What follows belongs to an exercise in optimizing a design on an open flow for small area, a short achievable clock period and few clock cycles; a production flow would make more cautious choices.
Function was not checked in any run shown here: the RTL went through the layout flow alone.

### flow/flow/run.sh
#!/bin/bash
# The standard layout (the standard.sh, unchanged synthesis), with extra
# ORFS settings from flow/knobs.txt (one VAR=value per line): a larger
# setup margin for timing repair and a plain buffer for the port buffers.
# The constraints, clock period and checks are unchanged.
set -euo pipefail
mapfile -t KNOBS < <(grep -v '^#' flow/knobs.txt | sed '/^$/d')
bash standard.sh "${KNOBS[@]}" finish > standard_flow.log 2>&1
### flow/flow/knobs.txt
SETUP_SLACK_MARGIN=6
BUFFER_PORTS_ARGS=-buffer_cell sky130_fd_sc_hd__buf_1
### flow/standard.sh
#!/bin/bash
# synth_recipe.tcl (not shown) runs the flow's synth.tcl, then flattens the netlist and writes it again
# the make line also repeats each setting of config.mk as NAME=value (left out here)
make -C /OpenROAD-flow-scripts/flow DESIGN_CONFIG=/design/flow/config.mk WORK_HOME=/design/flow/orfs CLKGATE_MAP_FILE= SYNTH_SCRIPT=/design/flow/synth_recipe.tcl "${@:-finish}"
### flow/config.mk
export PLATFORM = sky130hd
export DESIGN_NAME = multiplicacao_matrizes_seq
export DESIGN_NICKNAME = multiplicacao_matrizes_seq
export VERILOG_FILES = /design/flow/design.v
export SDC_FILE = /design/flow/constraint.sdc
export NUM_CORES = 4
export LEC_CHECK = 0
export CAP_MARGIN = 20
export CORE_MARGIN = 2
export CORE_UTILIZATION = 40
export CTS_CLUSTER_DIAMETER = 100
export CTS_CLUSTER_SIZE = 30
export SLEW_MARGIN = 20
### flow/constraint.sdc
create_clock -name core_clock -period 11.0 [get_ports {clk}]
set_input_delay 2.2000 -clock core_clock [delete_from_list [all_inputs] [get_ports {clk}]]
set_output_delay 2.2000 -clock core_clock [all_outputs]
set_load 0.01 [all_outputs]
### flow/design.v
package multiplicacao_pkg;
  localparam int DATA_W_DEF = 8;
  localparam int MAX_N_DEF  = 5;
  typedef enum logic [1:0] {
    IDLE    = 2'd0,
    COMPUTE = 2'd1,
    DONE    = 2'd2
  } state_t;
  function automatic int data_max(input int w);
    data_max = (1 << (w - 1)) - 1;
  endfunction
  function automatic int data_min(input int w);
    data_min = -(1 << (w - 1));
  endfunction
  localparam int DATA_MAX = data_max(DATA_W_DEF);
  localparam int DATA_MIN = data_min(DATA_W_DEF);
  function automatic int idx(input int i, input int j, input int max_n,
                             input int data_w);
    idx = (i * max_n + j) * data_w;
  endfunction
  function automatic int decode_n(input int size, input int max_n);
    decode_n = (size + 2 > max_n) ? max_n : size + 2;
  endfunction
endpackage
module saturador #(
  parameter int ACC_W  = 18,
  parameter int DATA_W = 8
) (
  input  logic [ACC_W-1:0]  acc,
  input  logic              sat_en,
  output logic [DATA_W-1:0] y,
  output logic              ovf
);
  logic neg;
  always_comb begin
    ovf = (acc[ACC_W-1:DATA_W] != '0);
    neg = acc[ACC_W-1];
    y   = {~acc[DATA_W-1], acc[DATA_W-2:0]};
    if (sat_en && ovf) begin
      y = neg ? {1'b1, {(DATA_W-1){1'b0}}} : {1'b0, {(DATA_W-1){1'b1}}};
    end
  end
endmodule
module multiplicacao_matrizes_seq #(
  parameter int DATA_W = multiplicacao_pkg::DATA_W_DEF,
  parameter int MAX_N  = multiplicacao_pkg::MAX_N_DEF,
  parameter int SIZE_W = $clog2(MAX_N - 1),
  parameter int ACC_W  = 18
) (
  input  logic                            clk,
  input  logic                            rst_n,
  input  logic                            start,
  input  logic                            sat_en,
  input  logic [SIZE_W-1:0]               matrix_size,
  input  logic [MAX_N*MAX_N*DATA_W-1:0]   A,
  input  logic [MAX_N*MAX_N*DATA_W-1:0]   B,
  output logic                            busy,
  output logic                            done,
  output logic [MAX_N*MAX_N*DATA_W-1:0]   C,
  output logic                            overflow_flag
);
  localparam int CNT_W = 3;
  logic             run_q;      
  logic             done_q;     
  logic [MAX_N-1:0] first_q;    
  logic [CNT_W-1:0] cnt_q;
  logic             sat_q;
  logic [MAX_N-1:0] vld_q;      
  logic [DATA_W-1:0] a_q [MAX_N][MAX_N];
  logic [DATA_W-1:0] b_q [MAX_N][MAX_N];
  logic [ACC_W-1:0]  acc_q [MAX_N][MAX_N];
  logic [ACC_W-1:0]  acc_d [MAX_N][MAX_N];
  logic idle;
  logic [CNT_W-1:0] n_m1;
  assign idle = !run_q && !done_q;
  assign busy = run_q;
  assign done = done_q;
  assign n_m1 = CNT_W'(multiplicacao_pkg::decode_n(int'(matrix_size), MAX_N) - 1);
  always_ff @(posedge clk or negedge rst_n) begin
    if (!rst_n) begin
      run_q   <= 1'b0;
      done_q  <= 1'b0;
      first_q <= '0;
      cnt_q   <= '0;
      sat_q   <= 1'b0;
      vld_q   <= '0;
    end else begin
      done_q  <= 1'b0;
      first_q <= '0;
      if (idle) begin
        if (start) begin
          run_q   <= 1'b1;
          for (int i = 0; i < MAX_N; i++) first_q[i] <= (i <= int'(n_m1));
          cnt_q   <= n_m1;
          sat_q   <= sat_en;
          for (int i = 0; i < MAX_N; i++) vld_q[i] <= (i <= int'(n_m1));
        end
      end else if (run_q) begin
        cnt_q <= cnt_q - 1'b1;
        if (cnt_q == '0) begin
          run_q  <= 1'b0;
          done_q <= 1'b1;
        end
      end
    end
  end
  logic accept;
  logic more;
  assign accept = idle && start;
  assign more   = run_q && (cnt_q != '0);
  always_ff @(posedge clk) begin
    for (int i = 0; i < MAX_N; i++) begin
      for (int k = 0; k < MAX_N; k++) begin
        if (!run_q) begin
          b_q[k][i] <= B[(k*MAX_N + i)*DATA_W +: DATA_W];
        end else begin
          b_q[k][i] <= (k < MAX_N-1) ? b_q[(k+1) % MAX_N][i] : '0;
        end
      end
      for (int k = 1; k < MAX_N; k++) begin
        if (!run_q) begin
          a_q[i][k] <= A[(i*MAX_N + k)*DATA_W +: DATA_W];
        end else begin
          a_q[i][k] <= (k < MAX_N-1) ? a_q[i][(k+1) % MAX_N] : '0;
        end
      end
    end
  end
  always_ff @(posedge clk or negedge rst_n) begin
    if (!rst_n) begin
      for (int i = 0; i < MAX_N; i++) a_q[i][0] <= '0;
    end else begin
      for (int i = 0; i < MAX_N; i++) begin
        a_q[i][0] <= ({DATA_W{accept}} & A[(i*MAX_N)*DATA_W +: DATA_W]) |
                     ({DATA_W{more}} & a_q[i][1]);
      end
    end
  end
  for (genvar gi = 0; gi < MAX_N; gi++) begin : g_mr
    for (genvar gj = 0; gj < MAX_N; gj++) begin : g_mc
      mac_unit u_mac (
        .a      (a_q[gi][0]),
        .b      (b_q[0][gj]),
        .acc_in (first_q[gi] ? ACC_W'(1 << (DATA_W-1)) : acc_q[gi][gj]),
        .sum    (acc_d[gi][gj])
      );
      always_ff @(posedge clk) acc_q[gi][gj] <= acc_d[gi][gj];
    end
  end
  logic [MAX_N*MAX_N-1:0] ovf_e;
  for (genvar gi = 0; gi < MAX_N; gi++) begin : g_row
    for (genvar gj = 0; gj < MAX_N; gj++) begin : g_col
      logic [DATA_W-1:0] y;
      logic              o;
      saturador #(
        .ACC_W  (ACC_W),
        .DATA_W (DATA_W)
      ) u_sat (
        .acc    (acc_q[gi][gj]),
        .sat_en (sat_q),
        .y      (y),
        .ovf    (o)
      );
      assign C[(gi*MAX_N + gj)*DATA_W +: DATA_W] = (vld_q[gi] && vld_q[gj]) ? y : '0;
      assign ovf_e[gi*MAX_N + gj] = vld_q[gi] && vld_q[gj] && o;
    end
  end
  assign overflow_flag = |ovf_e;
endmodule
module mac_unit (
  input  logic [7:0]  a,
  input  logic [7:0]  b,
  input  logic [17:0] acc_in,
  output logic [17:0] sum
);
  logic pp_0_0;
  logic pp_0_1;
  logic pp_0_2;
  logic pp_0_3;
  logic pp_0_4;
  logic pp_0_5;
  logic pp_0_6;
  logic pp_0_7;
  logic pp_1_0;
  logic pp_1_1;
  logic pp_1_2;
  logic pp_1_3;
  logic pp_1_4;
  logic pp_1_5;
  logic pp_1_6;
  logic pp_1_7;
  logic pp_2_0;
  logic pp_2_1;
  logic pp_2_2;
  logic pp_2_3;
  logic pp_2_4;
  logic pp_2_5;
  logic pp_2_6;
  logic pp_2_7;
  logic pp_3_0;
  logic pp_3_1;
  logic pp_3_2;
  logic pp_3_3;
  logic pp_3_4;
  logic pp_3_5;
  logic pp_3_6;
  logic pp_3_7;
  logic pp_4_0;
  logic pp_4_1;
  logic pp_4_2;
  logic pp_4_3;
  logic pp_4_4;
  logic pp_4_5;
  logic pp_4_6;
  logic pp_4_7;
  logic pp_5_0;
  logic pp_5_1;
  logic pp_5_2;
  logic pp_5_3;
  logic pp_5_4;
  logic pp_5_5;
  logic pp_5_6;
  logic pp_5_7;
  logic pp_6_0;
  logic pp_6_1;
  logic pp_6_2;
  logic pp_6_3;
  logic pp_6_4;
  logic pp_6_5;
  logic pp_6_6;
  logic pp_6_7;
  logic pp_7_0;
  logic pp_7_1;
  logic pp_7_2;
  logic pp_7_3;
  logic pp_7_4;
  logic pp_7_5;
  logic pp_7_6;
  logic pp_7_7;
  logic s0, c0;
  logic s1, c1;
  logic s2, c2;
  logic s3, c3;
  logic s4, c4;
  logic s5, c5;
  logic s6, c6;
  logic s7, c7;
  logic s8, c8;
  logic s9, c9;
  logic s10, c10;
  logic s11, c11;
  logic s12, c12;
  logic s13, c13;
  logic s14, c14;
  logic s15, c15;
  logic s16, c16;
  logic s17, c17;
  logic s18, c18;
  logic s19, c19;
  logic s20, c20;
  logic s21, c21;
  logic s22, c22;
  logic s23, c23;
  logic s24, c24;
  logic s25, c25;
  logic s26, c26;
  logic s27, c27;
  logic s28, c28;
  logic s29, c29;
  logic s30, c30;
  logic s31, c31;
  logic s32, c32;
  logic s33, c33;
  logic s34, c34;
  logic s35, c35;
  logic s36, c36;
  logic s37, c37;
  logic s38, c38;
  logic s39, c39;
  logic s40, c40;
  logic s41, c41;
  logic s42, c42;
  logic s43, c43;
  logic s44, c44;
  logic s45, c45;
  logic s46, c46;
  logic s47, c47;
  logic s48, c48;
  logic s49, c49;
  logic s50, c50;
  logic s51, c51;
  logic s52, c52;
  logic s53, c53;
  logic s54, c54;
  logic s55, c55;
  logic s56, c56;
  logic s57, c57;
  logic s58, c58;
  logic [17:0] r0, r1;
  assign pp_0_0 = a[0] & b[0];
  assign pp_0_1 = a[0] & b[1];
  assign pp_0_2 = a[0] & b[2];
  assign pp_0_3 = a[0] & b[3];
  assign pp_0_4 = a[0] & b[4];
  assign pp_0_5 = a[0] & b[5];
  assign pp_0_6 = a[0] & b[6];
  assign pp_0_7 = ~(a[0] & b[7]);
  assign pp_1_0 = a[1] & b[0];
  assign pp_1_1 = a[1] & b[1];
  assign pp_1_2 = a[1] & b[2];
  assign pp_1_3 = a[1] & b[3];
  assign pp_1_4 = a[1] & b[4];
  assign pp_1_5 = a[1] & b[5];
  assign pp_1_6 = a[1] & b[6];
  assign pp_1_7 = ~(a[1] & b[7]);
  assign pp_2_0 = a[2] & b[0];
  assign pp_2_1 = a[2] & b[1];
  assign pp_2_2 = a[2] & b[2];
  assign pp_2_3 = a[2] & b[3];
  assign pp_2_4 = a[2] & b[4];
  assign pp_2_5 = a[2] & b[5];
  assign pp_2_6 = a[2] & b[6];
  assign pp_2_7 = ~(a[2] & b[7]);
  assign pp_3_0 = a[3] & b[0];
  assign pp_3_1 = a[3] & b[1];
  assign pp_3_2 = a[3] & b[2];
  assign pp_3_3 = a[3] & b[3];
  assign pp_3_4 = a[3] & b[4];
  assign pp_3_5 = a[3] & b[5];
  assign pp_3_6 = a[3] & b[6];
  assign pp_3_7 = ~(a[3] & b[7]);
  assign pp_4_0 = a[4] & b[0];
  assign pp_4_1 = a[4] & b[1];
  assign pp_4_2 = a[4] & b[2];
  assign pp_4_3 = a[4] & b[3];
  assign pp_4_4 = a[4] & b[4];
  assign pp_4_5 = a[4] & b[5];
  assign pp_4_6 = a[4] & b[6];
  assign pp_4_7 = ~(a[4] & b[7]);
  assign pp_5_0 = a[5] & b[0];
  assign pp_5_1 = a[5] & b[1];
  assign pp_5_2 = a[5] & b[2];
  assign pp_5_3 = a[5] & b[3];
  assign pp_5_4 = a[5] & b[4];
  assign pp_5_5 = a[5] & b[5];
  assign pp_5_6 = a[5] & b[6];
  assign pp_5_7 = ~(a[5] & b[7]);
  assign pp_6_0 = a[6] & b[0];
  assign pp_6_1 = a[6] & b[1];
  assign pp_6_2 = a[6] & b[2];
  assign pp_6_3 = a[6] & b[3];
  assign pp_6_4 = a[6] & b[4];
  assign pp_6_5 = a[6] & b[5];
  assign pp_6_6 = a[6] & b[6];
  assign pp_6_7 = ~(a[6] & b[7]);
  assign pp_7_0 = ~(a[7] & b[0]);
  assign pp_7_1 = ~(a[7] & b[1]);
  assign pp_7_2 = ~(a[7] & b[2]);
  assign pp_7_3 = ~(a[7] & b[3]);
  assign pp_7_4 = ~(a[7] & b[4]);
  assign pp_7_5 = ~(a[7] & b[5]);
  assign pp_7_6 = ~(a[7] & b[6]);
  assign pp_7_7 = a[7] & b[7];
  assign s0 = pp_0_5 ^ pp_1_4;
  assign c0 = pp_0_5 & pp_1_4;
  assign s1 = pp_0_6 ^ pp_1_5 ^ pp_2_4;
  assign c1 = (pp_0_6 & pp_1_5) | (pp_0_6 & pp_2_4) | (pp_1_5 & pp_2_4);
  assign s2 = pp_3_3 ^ pp_4_2;
  assign c2 = pp_3_3 & pp_4_2;
  assign s3 = pp_0_7 ^ pp_1_6 ^ pp_2_5;
  assign c3 = (pp_0_7 & pp_1_6) | (pp_0_7 & pp_2_5) | (pp_1_6 & pp_2_5);
  assign s4 = pp_3_4 ^ pp_4_3 ^ pp_5_2;
  assign c4 = (pp_3_4 & pp_4_3) | (pp_3_4 & pp_5_2) | (pp_4_3 & pp_5_2);
  assign s5 = pp_6_1 ^ pp_7_0;
  assign c5 = pp_6_1 & pp_7_0;
  assign s6 = pp_1_7 ^ pp_2_6 ^ pp_3_5;
  assign c6 = (pp_1_7 & pp_2_6) | (pp_1_7 & pp_3_5) | (pp_2_6 & pp_3_5);
  assign s7 = pp_4_4 ^ pp_5_3 ^ pp_6_2;
  assign c7 = (pp_4_4 & pp_5_3) | (pp_4_4 & pp_6_2) | (pp_5_3 & pp_6_2);
  assign s8 = pp_7_1 ^ acc_in[8] ^ 1'b1;
  assign c8 = (pp_7_1 & acc_in[8]) | (pp_7_1 & 1'b1) | (acc_in[8] & 1'b1);
  assign s9 = pp_2_7 ^ pp_3_6 ^ pp_4_5;
  assign c9 = (pp_2_7 & pp_3_6) | (pp_2_7 & pp_4_5) | (pp_3_6 & pp_4_5);
  assign s10 = pp_5_4 ^ pp_6_3 ^ pp_7_2;
  assign c10 = (pp_5_4 & pp_6_3) | (pp_5_4 & pp_7_2) | (pp_6_3 & pp_7_2);
  assign s11 = pp_3_7 ^ pp_4_6 ^ pp_5_5;
  assign c11 = (pp_3_7 & pp_4_6) | (pp_3_7 & pp_5_5) | (pp_4_6 & pp_5_5);
  assign s12 = pp_0_3 ^ pp_1_2;
  assign c12 = pp_0_3 & pp_1_2;
  assign s13 = pp_0_4 ^ pp_1_3 ^ pp_2_2;
  assign c13 = (pp_0_4 & pp_1_3) | (pp_0_4 & pp_2_2) | (pp_1_3 & pp_2_2);
  assign s14 = pp_3_1 ^ pp_4_0;
  assign c14 = pp_3_1 & pp_4_0;
  assign s15 = s0 ^ pp_2_3 ^ pp_3_2;
  assign c15 = (s0 & pp_2_3) | (s0 & pp_3_2) | (pp_2_3 & pp_3_2);
  assign s16 = pp_4_1 ^ pp_5_0 ^ acc_in[5];
  assign c16 = (pp_4_1 & pp_5_0) | (pp_4_1 & acc_in[5]) | (pp_5_0 & acc_in[5]);
  assign s17 = c0 ^ s1 ^ s2;
  assign c17 = (c0 & s1) | (c0 & s2) | (s1 & s2);
  assign s18 = pp_5_1 ^ pp_6_0 ^ acc_in[6];
  assign c18 = (pp_5_1 & pp_6_0) | (pp_5_1 & acc_in[6]) | (pp_6_0 & acc_in[6]);
  assign s19 = c1 ^ c2 ^ s3;
  assign c19 = (c1 & c2) | (c1 & s3) | (c2 & s3);
  assign s20 = s4 ^ s5 ^ acc_in[7];
  assign c20 = (s4 & s5) | (s4 & acc_in[7]) | (s5 & acc_in[7]);
  assign s21 = c3 ^ c4 ^ c5;
  assign c21 = (c3 & c4) | (c3 & c5) | (c4 & c5);
  assign s22 = s6 ^ s7 ^ s8;
  assign c22 = (s6 & s7) | (s6 & s8) | (s7 & s8);
  assign s23 = c6 ^ c7 ^ c8;
  assign c23 = (c6 & c7) | (c6 & c8) | (c7 & c8);
  assign s24 = s9 ^ s10 ^ acc_in[9];
  assign c24 = (s9 & s10) | (s9 & acc_in[9]) | (s10 & acc_in[9]);
  assign s25 = c9 ^ c10 ^ s11;
  assign c25 = (c9 & c10) | (c9 & s11) | (c10 & s11);
  assign s26 = pp_6_4 ^ pp_7_3 ^ acc_in[10];
  assign c26 = (pp_6_4 & pp_7_3) | (pp_6_4 & acc_in[10]) | (pp_7_3 & acc_in[10]);
  assign s27 = c11 ^ pp_4_7 ^ pp_5_6;
  assign c27 = (c11 & pp_4_7) | (c11 & pp_5_6) | (pp_4_7 & pp_5_6);
  assign s28 = pp_6_5 ^ pp_7_4 ^ acc_in[11];
  assign c28 = (pp_6_5 & pp_7_4) | (pp_6_5 & acc_in[11]) | (pp_7_4 & acc_in[11]);
  assign s29 = pp_5_7 ^ pp_6_6 ^ pp_7_5;
  assign c29 = (pp_5_7 & pp_6_6) | (pp_5_7 & pp_7_5) | (pp_6_6 & pp_7_5);
  assign s30 = pp_0_2 ^ pp_1_1;
  assign c30 = pp_0_2 & pp_1_1;
  assign s31 = s12 ^ pp_2_1 ^ pp_3_0;
  assign c31 = (s12 & pp_2_1) | (s12 & pp_3_0) | (pp_2_1 & pp_3_0);
  assign s32 = c12 ^ s13 ^ s14;
  assign c32 = (c12 & s13) | (c12 & s14) | (s13 & s14);
  assign s33 = c13 ^ c14 ^ s15;
  assign c33 = (c13 & c14) | (c13 & s15) | (c14 & s15);
  assign s34 = c15 ^ c16 ^ s17;
  assign c34 = (c15 & c16) | (c15 & s17) | (c16 & s17);
  assign s35 = c17 ^ c18 ^ s19;
  assign c35 = (c17 & c18) | (c17 & s19) | (c18 & s19);
  assign s36 = c19 ^ c20 ^ s21;
  assign c36 = (c19 & c20) | (c19 & s21) | (c20 & s21);
  assign s37 = c21 ^ c22 ^ s23;
  assign c37 = (c21 & c22) | (c21 & s23) | (c22 & s23);
  assign s38 = c23 ^ c24 ^ s25;
  assign c38 = (c23 & c24) | (c23 & s25) | (c24 & s25);
  assign s39 = c25 ^ c26 ^ s27;
  assign c39 = (c25 & c26) | (c25 & s27) | (c26 & s27);
  assign s40 = c27 ^ c28 ^ s29;
  assign c40 = (c27 & c28) | (c27 & s29) | (c28 & s29);
  assign s41 = c29 ^ pp_6_7 ^ pp_7_6;
  assign c41 = (c29 & pp_6_7) | (c29 & pp_7_6) | (pp_6_7 & pp_7_6);
  assign s42 = pp_0_1 ^ pp_1_0;
  assign c42 = pp_0_1 & pp_1_0;
  assign s43 = s30 ^ pp_2_0 ^ acc_in[2];
  assign c43 = (s30 & pp_2_0) | (s30 & acc_in[2]) | (pp_2_0 & acc_in[2]);
  assign s44 = c30 ^ s31 ^ acc_in[3];
  assign c44 = (c30 & s31) | (c30 & acc_in[3]) | (s31 & acc_in[3]);
  assign s45 = c31 ^ s32 ^ acc_in[4];
  assign c45 = (c31 & s32) | (c31 & acc_in[4]) | (s32 & acc_in[4]);
  assign s46 = c32 ^ s33 ^ s16;
  assign c46 = (c32 & s33) | (c32 & s16) | (s33 & s16);
  assign s47 = c33 ^ s34 ^ s18;
  assign c47 = (c33 & s34) | (c33 & s18) | (s34 & s18);
  assign s48 = c34 ^ s35 ^ s20;
  assign c48 = (c34 & s35) | (c34 & s20) | (s35 & s20);
  assign s49 = c35 ^ s36 ^ s22;
  assign c49 = (c35 & s36) | (c35 & s22) | (s36 & s22);
  assign s50 = c36 ^ s37 ^ s24;
  assign c50 = (c36 & s37) | (c36 & s24) | (s37 & s24);
  assign s51 = c37 ^ s38 ^ s26;
  assign c51 = (c37 & s38) | (c37 & s26) | (s38 & s26);
  assign s52 = c38 ^ s39 ^ s28;
  assign c52 = (c38 & s39) | (c38 & s28) | (s39 & s28);
  assign s53 = c39 ^ s40 ^ acc_in[12];
  assign c53 = (c39 & s40) | (c39 & acc_in[12]) | (s40 & acc_in[12]);
  assign s54 = c40 ^ s41 ^ acc_in[13];
  assign c54 = (c40 & s41) | (c40 & acc_in[13]) | (s41 & acc_in[13]);
  assign s55 = c41 ^ pp_7_7 ^ acc_in[14];
  assign c55 = (c41 & pp_7_7) | (c41 & acc_in[14]) | (pp_7_7 & acc_in[14]);
  assign s56 = acc_in[15] ^ 1'b1;
  assign c56 = acc_in[15] & 1'b1;
  assign s57 = acc_in[16] ^ 1'b1;
  assign c57 = acc_in[16] & 1'b1;
  assign s58 = acc_in[17] ^ 1'b1;
  assign c58 = acc_in[17] & 1'b1;
  assign r0 = {c57, c56, c55, c54, c53, c52, c51, c50, c49, c48, c47, c46, c45, c44, c43, c42, s42, pp_0_0};
  assign r1 = {s58, s57, s56, s55, s54, s53, s52, s51, s50, s49, s48, s47, s46, s45, s44, s43, acc_in[1], acc_in[0]};
  logic [17:0] pg, gg;
  assign pg = r0 ^ r1;
  assign gg = r0 & r1;
  logic bg0, bp0;
  assign bg0 = gg[1] | (pg[1] & gg[0]);
  assign bp0 = pg[1] & pg[0];
  logic bg1, bp1;
  assign bg1 = gg[3] | (pg[3] & gg[2]);
  assign bp1 = pg[3] & pg[2];
  logic bg2, bp2;
  assign bg2 = gg[5] | (pg[5] & gg[4]);
  assign bp2 = pg[5] & pg[4];
  logic bg3, bp3;
  assign bg3 = gg[7] | (pg[7] & gg[6]);
  assign bp3 = pg[7] & pg[6];
  logic bg4, bp4;
  assign bg4 = gg[9] | (pg[9] & gg[8]);
  assign bp4 = pg[9] & pg[8];
  logic bg5, bp5;
  assign bg5 = gg[11] | (pg[11] & gg[10]);
  assign bp5 = pg[11] & pg[10];
  logic bg6, bp6;
  assign bg6 = gg[13] | (pg[13] & gg[12]);
  assign bp6 = pg[13] & pg[12];
  logic bg7, bp7;
  assign bg7 = gg[15] | (pg[15] & gg[14]);
  assign bp7 = pg[15] & pg[14];
  logic bg8, bp8;
  assign bg8 = gg[17] | (pg[17] & gg[16]);
  assign bp8 = pg[17] & pg[16];
  logic bg9, bp9;
  assign bg9 = bg1 | (bp1 & bg0);
  assign bp9 = bp1 & bp0;
  logic bg10, bp10;
  assign bg10 = bg3 | (bp3 & bg2);
  assign bp10 = bp3 & bp2;
  logic bg11, bp11;
  assign bg11 = bg5 | (bp5 & bg4);
  assign bp11 = bp5 & bp4;
  logic bg12, bp12;
  assign bg12 = bg7 | (bp7 & bg6);
  assign bp12 = bp7 & bp6;
  logic bg13, bp13;
  assign bg13 = bg10 | (bp10 & bg9);
  assign bp13 = bp10 & bp9;
  logic bg14, bp14;
  assign bg14 = bg12 | (bp12 & bg11);
  assign bp14 = bp12 & bp11;
  logic bg15, bp15;
  assign bg15 = bg14 | (bp14 & bg13);
  assign bp15 = bp14 & bp13;
  logic bg16, bp16;
  assign bg16 = bg11 | (bp11 & bg13);
  assign bp16 = bp11 & bp13;
  logic bg17, bp17;
  assign bg17 = bg2 | (bp2 & bg9);
  assign bp17 = bp2 & bp9;
  logic bg18, bp18;
  assign bg18 = bg4 | (bp4 & bg13);
  assign bp18 = bp4 & bp13;
  logic bg19, bp19;
  assign bg19 = bg6 | (bp6 & bg16);
  assign bp19 = bp6 & bp16;
  logic bg20, bp20;
  assign bg20 = bg8 | (bp8 & bg15);
  assign bp20 = bp8 & bp15;
  logic bg21, bp21;
  assign bg21 = gg[2] | (pg[2] & bg0);
  assign bp21 = pg[2] & bp0;
  logic bg22, bp22;
  assign bg22 = gg[4] | (pg[4] & bg9);
  assign bp22 = pg[4] & bp9;
  logic bg23, bp23;
  assign bg23 = gg[6] | (pg[6] & bg17);
  assign bp23 = pg[6] & bp17;
  logic bg24, bp24;
  assign bg24 = gg[8] | (pg[8] & bg13);
  assign bp24 = pg[8] & bp13;
  logic bg25, bp25;
  assign bg25 = gg[10] | (pg[10] & bg18);
  assign bp25 = pg[10] & bp18;
  logic bg26, bp26;
  assign bg26 = gg[12] | (pg[12] & bg16);
  assign bp26 = pg[12] & bp16;
  logic bg27, bp27;
  assign bg27 = gg[14] | (pg[14] & bg19);
  assign bp27 = pg[14] & bp19;
  logic bg28, bp28;
  assign bg28 = gg[16] | (pg[16] & bg15);
  assign bp28 = pg[16] & bp15;
  assign sum[0] = pg[0];
  assign sum[1] = pg[1] ^ gg[0];
  assign sum[2] = pg[2] ^ bg0;
  assign sum[3] = pg[3] ^ bg21;
  assign sum[4] = pg[4] ^ bg9;
  assign sum[5] = pg[5] ^ bg22;
  assign sum[6] = pg[6] ^ bg17;
  assign sum[7] = pg[7] ^ bg23;
  assign sum[8] = pg[8] ^ bg13;
  assign sum[9] = pg[9] ^ bg24;
  assign sum[10] = pg[10] ^ bg18;
  assign sum[11] = pg[11] ^ bg25;
  assign sum[12] = pg[12] ^ bg16;
  assign sum[13] = pg[13] ^ bg26;
  assign sum[14] = pg[14] ^ bg19;
  assign sum[15] = pg[15] ^ bg27;
  assign sum[16] = pg[16] ^ bg15;
  assign sum[17] = pg[17] ^ bg28;
endmodule
==> notes.md, run 1 <==
number of global-route vias before repair 66.62k; Hold Path Class register to register; gr ovfl total 0; Total GRT Usage 24.31%; IO Count 609; ranking of synthesized cells by area fa_1, dfxtp_1, ha_1; final period utilization roughly half; initial antenna violation count 52; Gate Count Post-Synth 8897; crit-path max FO 2; drt pass-1 iters 6; cells on worst reg2reg path 15; CP Buf/Inv Count 1; first-pass GRT wire length 399400 microns; Starting Density 40.23%; CP required around 9 ns; drt wl/cell ~24 microns; syn_nets 11.31k; top-area cell type share of the netlist area 33.47%; Rows 169; leading area contributor after synthesis fa_1; slowest CP cell a2111oi_4; Final WS setup 5.589 ns; DRC viols 0; WP data arrival 3.21 ns; CP max stage delay 0.48 ns; Slew Limit Headroom between 30% and 40%; unrepaired setup endpoints after global routing true; layout cells sized above 1 12.09%; DR vias 63.12k; root buffer cell clkbuf_16; hold buffer count at CTS 0; FF-to-FF End acc_q[10][16]$_DFF_P_; htree depth 2; Avg Inst Size Synth 9.580 sq um; clock sink count 866; clock latency on the worst-skew pair 0.78 ns; TritonCTS Buffers between 50 and 60; Worst Skew 0.04452 ns; Placement Setup Slack 5.497 ns; Die Height around 470 microns; Core Region approximately 210000 sq um; Hold Crit Start b_q[22][2]$_SDFF_PP0_; sequential share of the synthesized area 20.67%; Routed met1 length 111000 microns; Worst Hold Path Cells 1; Post-synth EDFFs 0; final setup fails 0; #FFs+latches synth 866; placed cell area 90220 sq um; setup TNS 0 ns; Max Used Layer met5; critical path class register to output pin; post-route cell area ~99000 sq um; largest net degree at the start of global routing ~170; worst path cell trace nor4_1 > nand3_1 > o211ai_1 > o21ai_2 > a2111oi_4 > nand2_2 > buf_6; vias per cell between 5 and 6; Yosys Warn Count 9; critical path endpoint category output pin; Slew @ Worst Pin 0.9969 ns; Worst path top cell family by delay compound AO/OA/AOI/OAI gates; CP startpoint kind register; CTS clk-pin slew, worst paths between 0.1 and 0.15 ns; post-synthesis cell type count 56; asr flop ratio synth 6.467%; Area Growth Syn to Fin 15.98%; r2r setup slk 5.99 ns; Synth Cell Area between 80000 and 90000 sq um; Critical R2R Launch a_q[10][1]$_DFF_PN0_; fmax approximately 180 MHz; CTS tree done; metal3 WL 24640 microns; Final Hold Fails 0; worst-case clock buffer depth 3; DRT antenna net count 0; maxcap violations 0; fin nets 11.86k; Core Util, Final a little under half; 1st-iter DRT viols 4202; Post-DP HPWL 184400 microns; Die W 465.6 microns; Final GP Congestion roughly 0.87; max-slew violations 0; Detailed Route WL 291600 microns; worst hold path endpoint b_q[17][2]$_DFF_P_; top_reg_cell synth dfxtp_1; status complete, no violations; Port Buffer Count 608; routed wl met2 approximately 140000 microns; crit path time final 5.411 ns; full die area 216800 sq um
==> worst max path at each step <==
stage,start,end,slack (ns),depth (start not counted)
global placement,b_q[3][5]$_DFF_P_,acc_q[13][16]$_DFF_P_,5.51,17
floorplan,a_q[0][2]$_DFF_PN0_,acc_q[1][15]$_DFF_P_,6.01,16
finish,acc_q[14][13]$_DFF_P_,overflow_flag,5.59,7
CTS,acc_q[3][12]$_DFF_P_,overflow_flag,5.62,7
global route,acc_q[3][10]$_DFF_P_,overflow_flag,5.59,7
detailed placement,b_q[2][6]$_DFF_P_,acc_q[17][17]$_DFF_P_,5.50,17
==> registers in the layout, summed over array words and instances, names as in the netlist <==
register and cells:
sat_q 1, vld_q 5, run_q 1, b_q 200, first_q 5, acc_q 450
done_q 1, a_q 200, cnt_q 3
==> repair_timing <==
action	in CTS	in global routing
cloned	15	65
pin swaps	50	242
gates resized for setup	368	397
setup endpoints to repair	349	182
setup buffers	36	113
==> cell type report <==
type                       count  area, sq um
fill                       20020       113000
multi-input combinational   5900        61640
sequential                   866        17760
timing repair buffer         945         7518
inverter                    1683         6325
tap                         2821         3530
clock buffer                  63         1416
clock inverter                37        566.8
antenna                       39        97.59
==> cells by family after synthesis <==
logic type	after synthesis	synth area share, %
multiplexers	287	3.785
flip-flops	866	20.67
buffers and inverters	2131	9.387
adder cells (fa/ha/maj)	2005	41.99
AO/OA/AOI/OAI	592	4.668
AND/OR/NAND/NOR	2790	17.18
XOR/XNOR	226	2.322
==> worst register-to-register path: cells and delay by family (launching register included) <==
kind	cells	cell delay (ns)
adder cells (fa/ha/maj)	6	2.66
AND/OR/NAND/NOR	4	0.98
flip-flops	1	0.52
buffers and inverters	3	0.40
AO/OA/AOI/OAI	2	0.39
==> stage by stage <==
stage	hold WS [ns]	cells
final	0.4559	12350
after detailed placement	0.4383	11990
after global placement	0.4361	11990
after global routing	0.4730	12320
after CTS	0.4601	12140
after floorplan	0.4328	8897
==> layer usage <==
metal	track usage [%]	up-vias
li1	-	27910
met1	30.49	32200
met2	41.85	2416
met3	4.042	574
met4	9.184	20
met5	0	-
==> synth_stat cells, types with 5 or more instances <==
| cell | number |
|---|---|
| a221oi_1 | 10 |
| o21ai_0 | 101 |
| xor2_1 | 125 |
| o21a_1 | 42 |
| nand2_1 | 743 |
| a21o_1 | 101 |
| ha_1 | 580 |
| o211ai_1 | 5 |
| xnor2_1 | 101 |
| fa_1 | 1425 |
| a211o_1 | 5 |
| and4_1 | 11 |
| dfxtp_1 | 810 |
| o21ai_1 | 6 |
| a311o_1 | 5 |
| o31ai_1 | 16 |
| buf_1 | 5 |
| nor2_1 | 376 |
| a211oi_1 | 24 |
| and3_1 | 21 |
| nor3_1 | 13 |
| dfrtp_1 | 56 |
| nor4_1 | 48 |
| o41ai_2 | 5 |
| nand4_1 | 15 |
| a31o_2 | 17 |
| nand3_1 | 49 |
| clkbuf_1 | 442 |
| o21bai_1 | 24 |
| inv_1 | 1682 |
| or2_2 | 6 |
| mux2_2 | 282 |
| a21oi_1 | 136 |
| a31oi_1 | 30 |
| and2_1 | 967 |
| or4_1 | 11 |
| mux2i_1 | 5 |
| nand2b_1 | 341 |
| a22o_1 | 40 |
| nor2b_1 | 181 |
==> cell usage in the layout, fill, tap and decap left out, types with 48 or more instances in the layout <==
master / Yosys / final
buf_1: 5 / 605
fa_2: 0 / 48
and2_1: 967 / 947
a21o_1: 101 / 101
buf_12: 0 / 78
a21oi_1: 136 / 91
dfxtp_1: 810 / 776
nor2_1: 376 / 338
nand2_1: 743 / 732
fa_1: 1425 / 1377
inv_1: 1682 / 1676
buf_4: 0 / 134
xnor2_1: 101 / 101
clkbuf_16: 0 / 110
o21ai_0: 101 / 83
xor2_1: 125 / 125
mux2_2: 282 / 282
nand2b_1: 341 / 341
ha_1: 580 / 533
nor2b_1: 181 / 181
==> run 2, diff against run 1 <==
==> flow/flow/knobs.txt (replaced) <==
SETUP_SLACK_MARGIN=6.5
BUFFER_PORTS_ARGS=-buffer_cell sky130_fd_sc_hd__buf_1
==> run 2 against run 1 <==
Effect of this change:
- non-clock buffer count rose by 267
- sequential share of layout area fell by 1.2 points
- via count rose by 3.1%
- register-to-register slack barely moved
- synthesized area did not move
- hold slack improved by 0.0030 ns
- die area did not move
- routed wire length rose by 6.5%
- fmax rose by 4.9%
- final area rose by 7.5%
- critical endpoint unchanged
==> notes.md, run 2 <==
CP required roughly 8.8 ns; Worst Skew about 0.045 ns; most numerous cell in the Yosys netlist inv_1; Synth Cell Area 85230 sq um; WP data arrival 2.96 ns; crit path time final around 5.2 ns; DR vias 65.08k; most frequent cells in the layout inv_1, fa_1, and2_1; fin nets ~12k; layout cells sized above 1 22.21%; TritonCTS Buffers 56; CP startpoint kind register; status complete, no violations; Reg with most FFs acc_q; Die W between 400 and 500 microns; Largest regs acc_q x450, a_q x200, b_q x200; number of global-route vias before repair 69.37k; CTS tree done; top_reg_cell synth dfxtp_1; Avg Inst Size Synth 9.580 sq um; syn_nets 11.31k; drt wl/cell 24.61 microns; top-area cell type share of the netlist area 33.47%; maxcap violations 0; gr ovfl total 0; Post-DP HPWL 182500 microns; Final Hold Fails 0; setup TNS 0 ns; IO Count 609; largest net degree at the start of global routing 92; crit-path max FO 2; DRT antenna net count 0; sequential share of the synthesized area 20.67%; htree depth 2; Slew Limit Headroom between 20% and 30%; final period utilization 46.92%; Total GRT Usage around 28%; Yosys Warn Count 9; Rows 169; fmax 193.8 MHz; 1st-iter DRT viols 4158; Port Buffer Count 608; Core Region between 200000 and 250000 sq um; Hold Path Class register to register; critical path endpoint category output pin; area of the multi-input gates 65010 sq um; full die area around 220000 sq um; Slew @ Worst Pin 1.089 ns; Final GP Congestion 0.8625; max reg flops 450; worst path cell trace nor2_2 > nand3_1 > o21ai_2 > nand4b_1 > a22oi_2 > nand2_2 > buf_6; leading area contributor after synthesis fa_1; Die Height 465.6 microns; Filler cells about 19k; ranking of synthesized cells by area fa_1, dfxtp_1, ha_1; slowest CP cell nor2_2; most common cell after layout, fill and taps aside inv_1; post-synthesis cell type count 56; DRC viols 0; CP max stage delay 0.43 ns; Detailed Route WL 310500 microns; Gate Count Post-Synth 8897; initial antenna violation count 38; Starting Density between 40% and 50%; Area Growth Syn to Fin 24.67%; Seq. cell area about 18000 sq um; #FFs+latches synth 866; worst hold slack 0.4588 ns; unrepaired setup endpoints after global routing true; root buffer cell clkbuf_16; clock latency on the worst-skew pair slightly below 0.8 ns; vias per cell 5.158; drt pass-1 iters 7; Post-synth EDFFs 0; max-slew violations 0; critical path class register to output pin; clock sink count between 800 and 900; CTS clk-pin slew, worst paths approximately 0.11 ns; final setup fails 0; most common library cells after synthesis inv_1, fa_1, and2_1; asr flop ratio synth approximately 6.5%; first-pass GRT wire length roughly 450000 microns; worst-case clock buffer depth 3
==> run 2: cells by family (layout without fill, tap and decap cells) <==
family	count (synthesis)	in the layout	synth area share [%]
compound gates	592	592	4.668
xor+xnor	226	226	2.322
fa+ha+maj	2005	2005	41.99
buf+inv	2131	3000	9.387
flops	866	866	20.67
mux	287	287	3.785
other cells	0	27	0
simple gates	2790	2793	17.18
==> run 2: stage by stage <==
| stage | area [sq um] | utilization [%] | std cells | setup slack [ns] |
|---|---|---|---|---|
| 2_1_floorplan | 86160 | - | 8897 | 6.446 |
| 3_3_place_gp | 90880 | 42.89 | 11980 | 4.254 |
| 3_5_place_dp | 90960 | 42.93 | 11980 | 5.356 |
| 4_1_cts | 102900 | 48.57 | 12450 | 5.820 |
| 5_1_grt | 106200 | 50.12 | 12590 | 5.806 |
| 6_report | 106300 | 50.15 | 12620 | 5.839 |
==> run 2: critical path, delay by kind of cell (launching register included) <==
| family | cells | cell delay, ns |
|---|---|---|
| flops | 1 | 0.34 |
| compound gates | 2 | 0.68 |
| buf+inv | 1 | 0.15 |
| simple gates | 4 | 1.01 |
==> run 2: final cells by class <==
type	instances	share of cell area, %
Inverter	1683	5.977
Timing Repair Buffer	1212	10.69
Clock buffer	64	1.367
Sequential cell	866	16.75
Multi-Input combinational cell	5903	61.18
Antenna cell	27	0.06359
Tap cell	2821	3.322
Clock inverter	41	0.6488
==> run 2: path summary, 6_finish.rpt <==
check | startpoint | slack (ns) | cells past startpoint | endpoint
setup / recovery | acc_q[21][8]$_DFF_P_ | 5.84 | 7 | overflow_flag
hold / removal | a_q[9][1]$_SDFF_PP0_ | 0.46 | 1 | a_q[8][1]$_DFF_P_
setup reg to reg | a_q[10][1]$_DFF_PN0_ | 6.00 | 15 | acc_q[12][16]$_DFF_P_
hold reg to reg | a_q[9][1]$_SDFF_PP0_ | 0.46 | 1 | a_q[8][1]$_DFF_P_
max in group asynchronous | rst_n | 8.44 | 2 | sat_q$_DFFE_PN0P_
min in group asynchronous | rst_n | 1.28 | 1 | a_q[20][4]$_DFF_PN0_
==> run 2: per-layer routing <==
layer / GRT usage (%) / part of all wire, % / vias to the layer above / wire, microns
met5: 0 / 0.024 / - / 75
met3: 5.972 / 9.3 / 711 / 29030
met2: 45.74 / 46 / 2766 / 141400
met1: 34.47 / 38 / 33090 / 117500
li1: - / - / 28500 / -
met4: 15.21 / 7.2 / 12 / 22440
==> run 2: repair_timing <==
item,CTS,global route
gates resized for setup,1244,515
buffers inserted,291,128
pin swaps,572,408
hold buffers,0,0
endpoints found under the setup margin,447,444
gates cloned,72,14
==> run 3, diff against run 2 <==
==> flow/flow/knobs.txt (replaced) <==
SETUP_SLACK_MARGIN=6
BUFFER_PORTS_ARGS=-buffer_cell sky130_fd_sc_hd__buf_1
--- a/flow/config.mk
+++ b/flow/config.mk
@@ -9,5 +9,5 @@
 export CORE_MARGIN = 2
 export CORE_UTILIZATION = 40
 export CTS_CLUSTER_DIAMETER = 100
-export CTS_CLUSTER_SIZE = 30
+export CTS_CLUSTER_SIZE = 20
 export SLEW_MARGIN = 20
==> run 3 against run 2 <==
Effect of this change:
- routed wire length fell by 8.2%
- critical path type unchanged
- via count fell by 3.9%
- hold slack got worse by 0.0079 ns
- final area fell by 6.9%
- worst setup slack got worse by 0.24 ns
- utilization fell by 3.5 points
- global-route usage fell by 3.8 points
- non-clock buffer count fell by 264
- highest routed layer unchanged
- largest cell class unchanged
==> notes.md, run 3 <==
Post-synth EDFFs 0; post-synthesis cell type count 56; Die Height 465.6 microns; max reg flops 450; maxcap violations 0; asr flop ratio synth around 6.5%; drt wl/cell 23.10 microns; 1st-iter DRT viols around 3.9k; Die W 465.6 microns; top_reg_cell synth dfxtp_1; most frequent cells in the layout inv_1, fa_1, and2_1; Filler cells around 20k; sequential share of the synthesized area between 20% and 30%; most common cell after layout, fill and taps aside inv_1; first-pass GRT wire length between 300000 and 400000 microns; ranking of synthesized cells by area fa_1, dfxtp_1, ha_1; crit-path max FO 2; Starting Density 40.23%; most numerous cell in the Yosys netlist inv_1; max-slew violations 0; CP max stage delay 0.50 ns; Slew @ Worst Pin 1.102 ns; Core Region 211900 sq um; drt pass-1 iters 5; IO Count 609; critical path class register to output pin; vias per cell 5.066; Hold Crit Start a_q[22][5]$_DFF_P_; Rows 169; Gate Count Post-Synth slightly below 9k; fmax 185.1 MHz; CP required 8.80 ns; Critical R2R Launch a_q[10][1]$_DFF_PN0_; CP startpoint kind register; Final Hold Fails 0; CTS clk-pin slew, worst paths 0.09 ns; Hold Path Class register to register; syn_nets 11.31k; slowest CP cell o211ai_1; Reg with most FFs acc_q; Total GRT Usage 24.15%; htree depth 2; Worst path top cell family by delay compound AO/OA/AOI/OAI gates; layout cells sized above 1 12.48%; Core Util, Final 46.69%; largest net degree at the start of global routing roughly 170; Largest regs acc_q x450, a_q x200, b_q x200; Slew Limit Headroom 26.19%; Post-DP HPWL 184400 microns; root buffer cell clkbuf_16; CP Buf/Inv Count 1; status complete, no violations; critical path endpoint category output pin; Port Buffer Count 608; worst hold path endpoint a_q[21][5]$_DFF_P_; setup TNS 0 ns; FF-to-FF End acc_q[10][16]$_DFF_P_; Detailed Route WL 285200 microns; worst-case clock buffer depth 3; Area Growth Syn to Fin 16.07%; Yosys Warn Count 9; cells on worst reg2reg path 17; fin nets ~12k; WP data arrival 3.20 ns; worst path cell trace nor4_2 > nand3_1 > o211ai_1 > o21ai_2 > a2111oi_4 > nand2_2 > buf_6; unrepaired setup endpoints after global routing true; hold buffer count at CTS 0; DRC viols 0; Worst Hold Path Cells 1; #FFs+latches synth 866; Avg Inst Size Synth around 9.6 sq um; most common library cells after synthesis inv_1, fa_1, and2_1; clock sink count around 870; r2r setup slk 6.00 ns; leading area contributor after synthesis fa_1; DR vias around 63k; Synth Cell Area about 85000 sq um; initial antenna violation count 37; top-area cell type share of the netlist area 33.47%; full die area 216800 sq um; CTS tree done; final period utilization 49.10%; final setup fails 0; Final GP Congestion ~0.87; TritonCTS Buffers 61; number of global-route vias before repair about 67k; gr ovfl total 0; clock latency on the worst-skew pair approximately 0.79 ns; DRT antenna net count 0; crit path time final 5.401 ns; Worst Skew between 0.05 and 0.06 ns
==> run 3: changes by cell type in the layout (fill, tap and decap cells not counted), sizes merged <==
cell | before | now
buf | 1165 | 887
bufbuf | 23 | 5
bufinv | 1 | 2
clkbuf | 88 | 132
clkinv | 16 | 9
clkinvlp | 1 | 2
diode | 27 | 18
inv | 1706 | 1703
nand2 | 746 | 743
==> run 3: worst max-delay path by stage <==
stage                     depth (start not counted)                   from                    end  slack (ns)
after floorplan                                  16    a_q[0][2]$_DFF_PN0_   acc_q[1][15]$_DFF_P_        6.01
after global placement                           17      b_q[3][5]$_DFF_P_  acc_q[13][16]$_DFF_P_        5.51
after detailed placement                         17      b_q[2][6]$_DFF_P_  acc_q[17][17]$_DFF_P_        5.50
after CTS                                         7   acc_q[3][12]$_DFF_P_          overflow_flag        5.59
after global routing                              7   acc_q[2][16]$_DFF_P_          overflow_flag        5.61
final                                             7  acc_q[22][12]$_DFF_P_          overflow_flag        5.60
==> run 3: cell type report <==
class	count	area (sq um)	share of cell area, %
Antenna cell	18	45.04	0.04553
Timing Repair Buffer	948	7386	7.466
Inverter	1683	6330	6.399
Tap cell	2821	3530	3.568
Sequential cell	866	17750	17.94
Clock buffer	76	1604	1.621
Multi-Input combinational cell	5900	61870	62.54
Clock inverter	33	415.4	0.4199
==> run 3: metal layers <==
metal  vias to the layer above  GRT usage, %  routed length, microns
met5                         -             0                      63
met4                        10         9.175                   15450
met3                       483         4.114                   22080
met2                      2113         41.70                  136200
met1                     32030         30.09                  111400
li1                      27900             -                       -
==> run 3: kinds of logic (layout without fill, tap and decap cells) <==
logic type | count (synthesis) | in the layout | share of synthesized area [%]
flops | 866 | 866 | 20.67
compound gates | 592 | 592 | 4.668
mux | 287 | 287 | 3.785
other cells | 0 | 18 | 0
xor+xnor | 226 | 226 | 2.322
fa+ha+maj | 2005 | 2005 | 41.99
buf+inv | 2131 | 2740 | 9.387
simple gates | 2790 | 2790 | 17.18
==> run 3: repair_timing <==
item / 4_1_cts / 5_1_grt
gates resized for setup: 376 / 417
gates cloned: 11 / 59
pin swaps: 50 / 263
buffers inserted: 35 / 127
hold endpoints to repair: 0 / 0
setup endpoints to repair: 356 / 189
==> run 3: through the flow <==
step                setup slack, ns  hold slack, ns  cells  instance area [sq um]
floorplan                     6.011          0.4328   8897                  85230
global placement              5.511          0.4361  11990                  90220
finish                        5.599          0.4509  12350                  98920
CTS                           5.589          0.4440  12140                  94500
global route                  5.606          0.4511  12340                  98900
detailed placement            5.497          0.4383  11990                  90220
==> run 4, diff against run 3 <==
==> flow/flow/knobs.txt (replaced) <==
SETUP_SLACK_MARGIN=5
BUFFER_PORTS_ARGS=-buffer_cell sky130_fd_sc_hd__buf_1
==> run 4 against run 3 <==
Effect of this change:
- still clean on timing, DRC and antenna
- fmax fell by 6.6%
- routed wire length fell by 12%
- non-clock buffer count fell by 232
- clock-buffer cell count rose by 7
- utilization fell by 2.9 points
- sequential share of layout area rose by 1.1 points
- first-iteration DRC count fell by 17%
- register-to-register slack got worse by 0.69 ns
- clock skew fell by 0.0097 ns
- flip-flop and latch count did not move
==> notes.md, run 4 <==
clock latency on the worst-skew pair 0.76 ns; IO Count 609; sequential share of the synthesized area 20.67%; max-slew violations 0; Post-synth EDFFs 0; post-route cell area 92690 sq um; DRC viols 0; Area Growth Syn to Fin 8.752%; Synth Cell Area 85230 sq um; fin nets 11.65k; 1st-iter DRT viols between 3k and 4k; Die W 465.6 microns; number of global-route vias before repair 65.94k; FF-to-FF End acc_q[17][13]$_DFF_P_; maxcap violations 0; root buffer cell clkbuf_16; htree depth 3; Detailed Route WL about 250000 microns; Filler cells 20.70k; most numerous cell in the Yosys netlist inv_1; full die area 216800 sq um; Layout Cells excl Fill 12.12k; Core Util, Final 43.75%; Post-DP HPWL around 180000 microns; post-cts gate resize count 0; DRT antenna net count 0; final period utilization 52.60%; CTS clk-pin slew, worst paths 0.09 ns; critical path endpoint category output pin; drt pass-1 iters 5; TritonCTS Buffers 69; critical path class register to output pin; r2r setup slk 5.31 ns; worst path cell trace or4_4 > nor4_4 > o21ai_2 > a2111oi_2 > nand2_1 > buf_1; CP max stage delay 0.63 ns; CP startpoint kind register; gr ovfl total 0; CP required 8.80 ns; hold buffer count at CTS 0; Hold Crit Start b_q[20][7]$_SDFF_PP0_; most common cell after layout, fill and taps aside inv_1; placed cell area between 90000 and 100000 sq um; post-synthesis cell type count 56; setup TNS 0 ns; top_reg_cell synth dfxtp_1; largest net degree at the start of global routing 148; Worst Skew 0.04711 ns; ranking of synthesized cells by area fa_1, dfxtp_1, ha_1; Largest regs acc_q x450, a_q x200, b_q x200; Core Region 211900 sq um; leading area contributor after synthesis fa_1; Critical R2R Launch b_q[2][6]$_DFF_P_; Max Used Layer met5; vias per cell 4.950; routed wl met2 122100 microns; DR vias 59.99k; fmax 172.8 MHz; WP data arrival between 3 and 4 ns; Die Height 465.6 microns; Rows 169; #FFs+latches synth 866; layout cells sized above 1 between 6 and 7%; crit path time final 5.786 ns; asr flop ratio synth 6.467%; most common library cells after synthesis inv_1, fa_1, and2_1; CTS tree done; Yosys Warn Count 9; syn_nets 11.31k; Port Buffer Count 608; most frequent cells in the layout inv_1, fa_1, and2_1; Slew @ Worst Pin about 1.1 ns; clock sink count 866; unrepaired setup endpoints after global routing false; Final GP Congestion around 0.86; dpl cells around 12k; Final Hold Fails 0; Slew Limit Headroom 25.87%; Worst Hold Path Cells 1; worst-case clock buffer depth 3; Hold Path Class register to register; crit-path max FO 10; Total GRT Usage 23.61%; Starting Density 40.23%; status complete, no violations; Reg with most FFs acc_q; cells on worst reg2reg path 16; Avg Inst Size Synth 9.580 sq um; max reg flops 450; drt wl/cell just over 20 microns; worst hold slack 0.4420 ns; setup bufs post-CTS 0; top-area cell type share of the netlist area 33.47%; metal3 WL 16510 microns; final setup fails 0; first-pass GRT wire length 390300 microns; Gate Count Post-Synth 8897; initial antenna violation count 31; worst hold path endpoint b_q[15][7]$_DFF_P_; Routed met1 length 104500 microns; slowest CP cell nor4_4
==> run 4: cell counts after synthesis <==
Identical to the previous run, type by type.
==> run 4: worst max-delay path: cells and delay by family, from the launching register on <==
kind	cells	cell delay, ns
compound gates	2	0.75
simple gates	3	1.51
buf+inv	1	0.21
flops	1	0.34
==> run 4: worst max-delay path by stage <==
stage / startpoint / to / slack, ns / cells after the start
6_report: acc_q[3][16]$_DFF_P_ / overflow_flag / 5.21 / 6
5_1_grt: b_q[2][6]$_DFF_P_ / acc_q[17][15]$_DFF_P_ / 5.07 / 16
4_1_cts: vld_q[0]$_DFFE_PN0P_ / overflow_flag / 5.09 / 6
3_5_place_dp: b_q[2][6]$_DFF_P_ / acc_q[17][13]$_DFF_P_ / 5.17 / 16
3_3_place_gp: b_q[2][6]$_DFF_P_ / acc_q[17][17]$_DFF_P_ / 5.21 / 17
2_1_floorplan: a_q[0][2]$_DFF_PN0_ / acc_q[1][15]$_DFF_P_ / 5.88 / 16
==> run 4: per-stage QoR <==
step | setup slack, ns
final | 5.214
after global routing | 5.068
after CTS | 5.093
after detailed placement | 5.166
after global placement | 5.206
after floorplan | 5.878
==> run 4: cell families (layout without fill, tap and decap cells) <==
family | count (synthesis) | count (layout) | synth area share (%)
AND/OR/NAND/NOR | 2790 | 2790 | 17.18
buffers and inverters | 2131 | 2522 | 9.387
adder cells (fa/ha/maj) | 2005 | 2005 | 41.99
flip-flops | 866 | 866 | 20.67
AO/OA/AOI/OAI | 592 | 592 | 4.668
multiplexers | 287 | 287 | 3.785
XOR/XNOR | 226 | 226 | 2.322
other | 0 | 11 | 0
==> run 4: area by class of cell <==
class	instances	area, sq um	area share (%)
multi-input combinational	5900	59620	64.32
sequential	866	17650	19.04
inverter	1683	6317	6.816
tap	2821	3530	3.808
timing repair buffer	716	3117	3.363
clock buffer	83	1799	1.941
clock inverter	40	626.9	0.6763
antenna	11	27.53	0.02970
==> run 4: per-layer routing <==
| metal | GRT usage (%) | vias to the layer above |
|---|---|---|
| met5 | 0 | - |
| met4 | 7.177 | 6 |
| met3 | 4.369 | 297 |
| met2 | 40.65 | 1643 |
| met1 | 29.98 | 30620 |
| li1 | - | 27430 |
==> run 5, diff against run 4 <==
==> flow/flow/knobs.txt (replaced) <==
SETUP_SLACK_MARGIN=5.5
BUFFER_PORTS_ARGS=-buffer_cell sky130_fd_sc_hd__buf_1
==> run 5 against run 4 <==
Effect of this change:
- hold slack better by 0.0017 ns
- worst setup slack better by 0.40 ns
- sequential share of layout area down 0.086 points
- routed wire length up 0.24%
- largest cell class unchanged
- utilization up 0.21 points
- clock skew up 0.0019 ns
- flip-flop and latch count unchanged
- final cell count about the same
==> notes.md, run 5 <==
setup TNS 0 ns; root buffer cell clkbuf_16; Die W 465.6 microns; CP startpoint kind register; Slew Limit Headroom 25.14%; Detailed Route WL 251800 microns; Core Region 211900 sq um; most common library cells after synthesis inv_1, fa_1, and2_1; Hold Crit Start b_q[20][7]$_SDFF_PP0_; crit path time final roughly 5.4 ns; gr ovfl total 0; sequential share of the synthesized area 20.67%; Area Growth Syn to Fin 9.287%; Rows 169; first-pass GRT wire length 390400 microns; WP data arrival 3.19 ns; worst hold slack 0.4437 ns; combinational family with the most area after synthesis adder cells; TritonCTS Buffers 69; fin nets 11.65k; vias per cell 4.945; syn_nets 11.31k; IO Count just over 600; maxcap violations 0; most common cell after layout, fill and taps aside inv_1; Slew @ Worst Pin 1.118 ns; full die area 216800 sq um; Adder-Cell Fraction of Synth Area 41.99%; max reg flops 450; Gate Count Post-Synth ~9k; Synth Cell Area 85230 sq um; placed cell area between 90000 and 100000 sq um; Post-DP HPWL 184200 microns; clock sink count approximately 870; Avg Inst Size Synth 9.580 sq um; Filler cells 20.69k; max-slew violations 0; Final GP Congestion 0.8606; largest net degree at the start of global routing 148; 1st-iter DRT viols about 3.2k; Yosys Warn Count 9; post-synthesis mux area share 3.785%; Critical R2R Launch b_q[3][5]$_DFF_P_; number of global-route vias before repair 65.96k; drt wl/cell 20.77 microns; Worst Skew 0.04897 ns; initial antenna violation count 29; #FFs+latches synth 866; CTS clk-pin slew, worst paths 0.08 ns; Post-synth EDFFs 0; Final Hold Fails 0; Simple-Gate Fraction of Synth Area 17.18%; CP required 8.80 ns; Final WS setup 5.611 ns; ranking of synthesized cells by area fa_1, dfxtp_1, ha_1; unrepaired setup endpoints after global routing false; layout cells sized above 1 under 10%; fmax 185.6 MHz; clock latency on the worst-skew pair 0.76 ns; Reg with most FFs acc_q; critical path class register to output pin; post-synthesis cell type count 56; worst-case clock buffer depth 3; CTS tree done; post-synthesis xor/xnor area fraction 2.322%; Largest regs acc_q x450, a_q x200, b_q x200; Placement Setup Slack 5.166 ns; Port Buffer Count 608; most numerous cell in the Yosys netlist inv_1; htree depth 3; Hold Path Class register to register; crit-path max FO 26; drt pass-1 iters 7; Die Height 465.6 microns; top-area cell type share of the netlist area 33.47%; most frequent cells in the layout inv_1, fa_1, and2_1; final period utilization 48.99%; leading area contributor after synthesis fa_1; status complete, no violations; Crit. Startpoint sat_q$_DFFE_PN0P_; Starting Density 40.23%; DR vias 59.96k; Compound-Gate Fraction of Synth Area 4.668%; final setup fails 0; top_reg_cell synth dfxtp_1; DRC viols 0; critical path endpoint category output pin; DRT antenna net count 0; Total GRT Usage a little under a quarter; asr flop ratio synth 6.467%; post-route cell area 93140 sq um
[run 5: timing repair]
| item | in CTS | in global routing |
|---|---|---|
| pin swaps | 1 | 3 |
| hold buffers | 0 | 0 |
| buffers inserted | 2 | 0 |
| gates resized for setup | 32 | 82 |
| cloned | 0 | 1 |
| setup endpoints to repair | 53 | 65 |
[run 5: cells by family (layout without fill, tap and decap cells)]
family | after synthesis | count (layout)
AOI/OAI and AO/OA | 592 | 592
xor gates and xnor gates | 226 | 226
muxes | 287 | 287
DFF | 866 | 866
and+or+nand+nor | 2790 | 2790
adders and majority gates | 2005 | 2005
other | 0 | 13
buffers and inverters | 2131 | 2525
[run 5: critical path: stages, from the launching register on]
cell	delay (ns)
dfrtp_2	0.41
inv_2	0.18
buf_6	0.27
a31oi_1	0.85
mux2i_1	0.30
and2_1	0.18
buf_1	0.16
[run 5: metrics by stage]
step | instances | util [%]
floorplan | 8897 | -
global route | 12110 | 43.95
CTS | 12110 | 43.79
detailed placement | 11990 | 42.58
finish | 12130 | 43.96
global placement | 11990 | 42.58
[run 5: area by class of cell]
cell class	instances	area (sq um)	area share, %
Tap cell	2821	3530	3.789
Antenna cell	13	32.53	0.03493
Sequential cell	866	17660	18.96
Multi-Input combinational cell	5900	59770	64.17
Clock inverter	40	626.9	0.6730
Inverter	1683	6317	6.782
Clock buffer	83	1799	1.932
Timing Repair Buffer	719	3408	3.659
[run 5: final timing paths]
path | slack, ns | depth (start not counted) | end
min in group asynchronous | 1.38 | 1 | sat_q$_DFFE_PN0P_
max reg2reg | 5.63 | 15 | acc_q[8][15]$_DFF_P_
max in group asynchronous | 8.36 | 2 | first_q[3]$_DFF_PN0_
min | 0.44 | 1 | b_q[15][7]$_DFF_P_
min reg2reg | 0.44 | 1 | b_q[15][7]$_DFF_P_
max | 5.61 | 6 | C[48]
[run 5: metal layers]
metal	up-vias	wire length (microns)	GRT usage, %
met4	6	8294	7.197
met2	1627	122300	40.70
met5	-	41	0
li1	27440	-	-
met3	307	15920	4.295
met1	30580	105300	30.01
==> run 6, diff against run 5 <==
==> flow/flow/knobs.txt (replaced) <==
SETUP_SLACK_MARGIN=5.25
BUFFER_PORTS_ARGS=-buffer_cell sky130_fd_sc_hd__buf_1
==> run 6 against run 5 <==
Effect of this change:
- still clean
- die area unchanged
- via count up 0.20%
- final cell count about the same
- non-clock buffer count down 1
- routed wire length down 0.25%
- worst setup slack worse by 0.25 ns
==> notes.md, run 6 <==
setup TNS 0 ns; Worst Skew around 0.045 ns; clock sink count 866; 1st-iter DRT viols 3188; Filler cells 20.70k; crit-path max FO 3; DRC viols 0; Reg with most FFs acc_q; Avg Inst Size Synth 9.580 sq um; DRT antenna net count 0; maxcap violations 0; CTS clk-pin slew, worst paths approximately 0.080 ns; Hold Path Class register to register; Core Region 211900 sq um; most numerous cell in the Yosys netlist inv_1; unrepaired setup endpoints after global routing false; Placement Setup Slack 5.166 ns; Rows 169; top-area cell type share of the netlist area 33.47%; vias per cell just under 5; most frequent cells in the layout inv_1, fa_1, and2_1; clock latency on the worst-skew pair 0.76 ns; leading area contributor after synthesis fa_1; Synth Cell Area 85230 sq um; top_reg_cell synth dfxtp_1; Area Growth Syn to Fin 8.852%; status complete, no violations; IO Count ~600; Post-DP HPWL 184200 microns; most common cell after layout, fill and taps aside inv_1; worst hold slack 0.4414 ns; Die Height 465.6 microns; max-slew violations 0; asr flop ratio synth 6.467%; Die W ~470 microns; largest net degree at the start of global routing 148; first-pass GRT wire length 390300 microns; Port Buffer Count about 610; Slew Limit Headroom 24.75%; Final Hold Fails 0; worst-case clock buffer depth 3; post-synthesis cell type count 56; Slew @ Worst Pin 1.124 ns; sequential share of the synthesized area 20.67%; initial antenna violation count 31; fmax about 180 MHz; final period utilization 51.30%; Post-synth EDFFs 0; max reg flops 450; htree depth 3; hold buffer count at CTS 0; Total GRT Usage 23.61%; critical path class register to output pin; DR vias 60.07k; WP data arrival roughly 3.4 ns; drt wl/cell roughly 21 microns; Gate Count Post-Synth 8897; most common library cells after synthesis inv_1, fa_1, and2_1; drt pass-1 iters 5; #FFs+latches synth 866; critical path endpoint category output pin; Detailed Route WL 251200 microns; crit path time final roughly 5.6 ns; number of global-route vias before repair 65.94k; CTS tree done; Starting Density 40.23%; Largest regs acc_q x450, a_q x200, b_q x200; CP startpoint kind register; gr ovfl total 0; TritonCTS Buffers 69; Final WS setup 5.357 ns; syn_nets 11.31k; full die area between 200000 and 250000 sq um; layout cells sized above 1 6.146%; Final GP Congestion 0.8606; Yosys Warn Count 9; root buffer cell clkbuf_16; CP required 8.80 ns; fin nets 11.65k; ranking of synthesized cells by area fa_1, dfxtp_1, ha_1; final setup fails 0
[run 6: timing repair]
item	in CTS	in global routing
setup buffers	2	0
pin swaps	1	0
setup endpoints to repair	13	19
resized for setup	4	22
[run 6: worst max-delay path, cell delays in order (launching register included)]
cell,delay [ns]
dfxtp_1,0.37
nor4_1,0.30
nand3_1,0.47
nor2_1,0.31
o21ai_0,0.14
a2111oi_2,0.55
nand2_1,0.35
buf_1,0.21
[run 6: routing by layer]
layer	GRT usage (%)	wire length (microns)	share of wire, %	vias up
met4	7.212	8112	3.2	6
met3	4.387	16650	6.6	296
li1	-	-	-	27430
met5	0	35	0.014	-
met2	40.64	122100	49	1627
met1	29.97	104300	42	30710
[run 6: final cells by class]
class / count / area, sq um / area share, %
antenna: 11 / 27.53 / 0.02967
timing repair buffer: 718 / 3181 / 3.428
clock buffer: 83 / 1799 / 1.939
multi-input combinational: 5900 / 59640 / 64.28
tap: 2821 / 3530 / 3.805
sequential: 866 / 17660 / 19.03
clock inverter: 40 / 626.9 / 0.6757
inverter: 1683 / 6317 / 6.809
[run 6: final timing paths]
kind / from / endpoint / slack [ns] / cells past startpoint
setup reg to reg: b_q[3][5]$_DFF_P_ / acc_q[8][15]$_DFF_P_ / 5.46 / 15
hold / removal: b_q[20][7]$_SDFF_PP0_ / b_q[15][7]$_DFF_P_ / 0.44 / 1
setup / recovery: acc_q[5][17]$_DFF_P_ / overflow_flag / 5.36 / 7
hold reg to reg: b_q[20][7]$_SDFF_PP0_ / b_q[15][7]$_DFF_P_ / 0.44 / 1
max in group asynchronous: rst_n / first_q[0]$_DFF_PN0_ / 8.35 / 2
min in group asynchronous: rst_n / sat_q$_DFFE_PN0P_ / 1.37 / 1
[run 6: cells by family after synthesis]
family	after synthesis	synth area share, %
buffers and inverters	2131	9.387
multiplexers	287	3.785
XOR/XNOR	226	2.322
adder cells (fa/ha/maj)	2005	41.99
AND/OR/NAND/NOR	2790	17.18
AO/OA/AOI/OAI	592	4.668
flip-flops	866	20.67
[run 6: stage by stage]
step	util, %	area, sq um	cells
global route	43.78	92750	12110
floorplan	-	85230	8897
global placement	42.58	90220	11990
detailed placement	42.58	90220	11990
CTS	43.74	92680	12110
finish	43.79	92770	12120

[separate check: timing with driven ports]
The flow's constraints put no driver on any port. The routed layouts listed below were extracted and timed again, unchanged, in two steps.
Step 1 assumes that a clkbuf_16 drives the clock port and a buf_2 every other input.
Step 2, shift: input delay + t, output delay - t, t = (earliest + latest rising clock arrival at the registers) / 2. This alone moves slack from input paths to output paths.
Slacks: no drivers / after step 1 / after step 2; pairs: no drivers / after step 1.
run	t (ns)	setup slack, ns	clock arrival spread, ns	slew at the worst register clock pin (ns)
run 1	0.833	5.589 / 5.508 / 5.991	0.059 / 0.059	0.12 / 0.12
run 2	0.862	5.839 / 5.745 / 6.002	0.053 / 0.054	0.12 / 0.12
run 3	0.864	5.599 / 5.498 / 5.998	0.058 / 0.058	0.11 / 0.11
run 4	0.826	5.214 / 5.123 / 5.311	0.056 / 0.056	0.10 / 0.10
run 5	0.826	5.611 / 5.520 / 5.634	0.057 / 0.057	0.10 / 0.10
run 6	0.827	5.357 / 5.266 / 5.458	0.053 / 0.053	0.10 / 0.10
After both steps setup and hold are still met in every run listed.
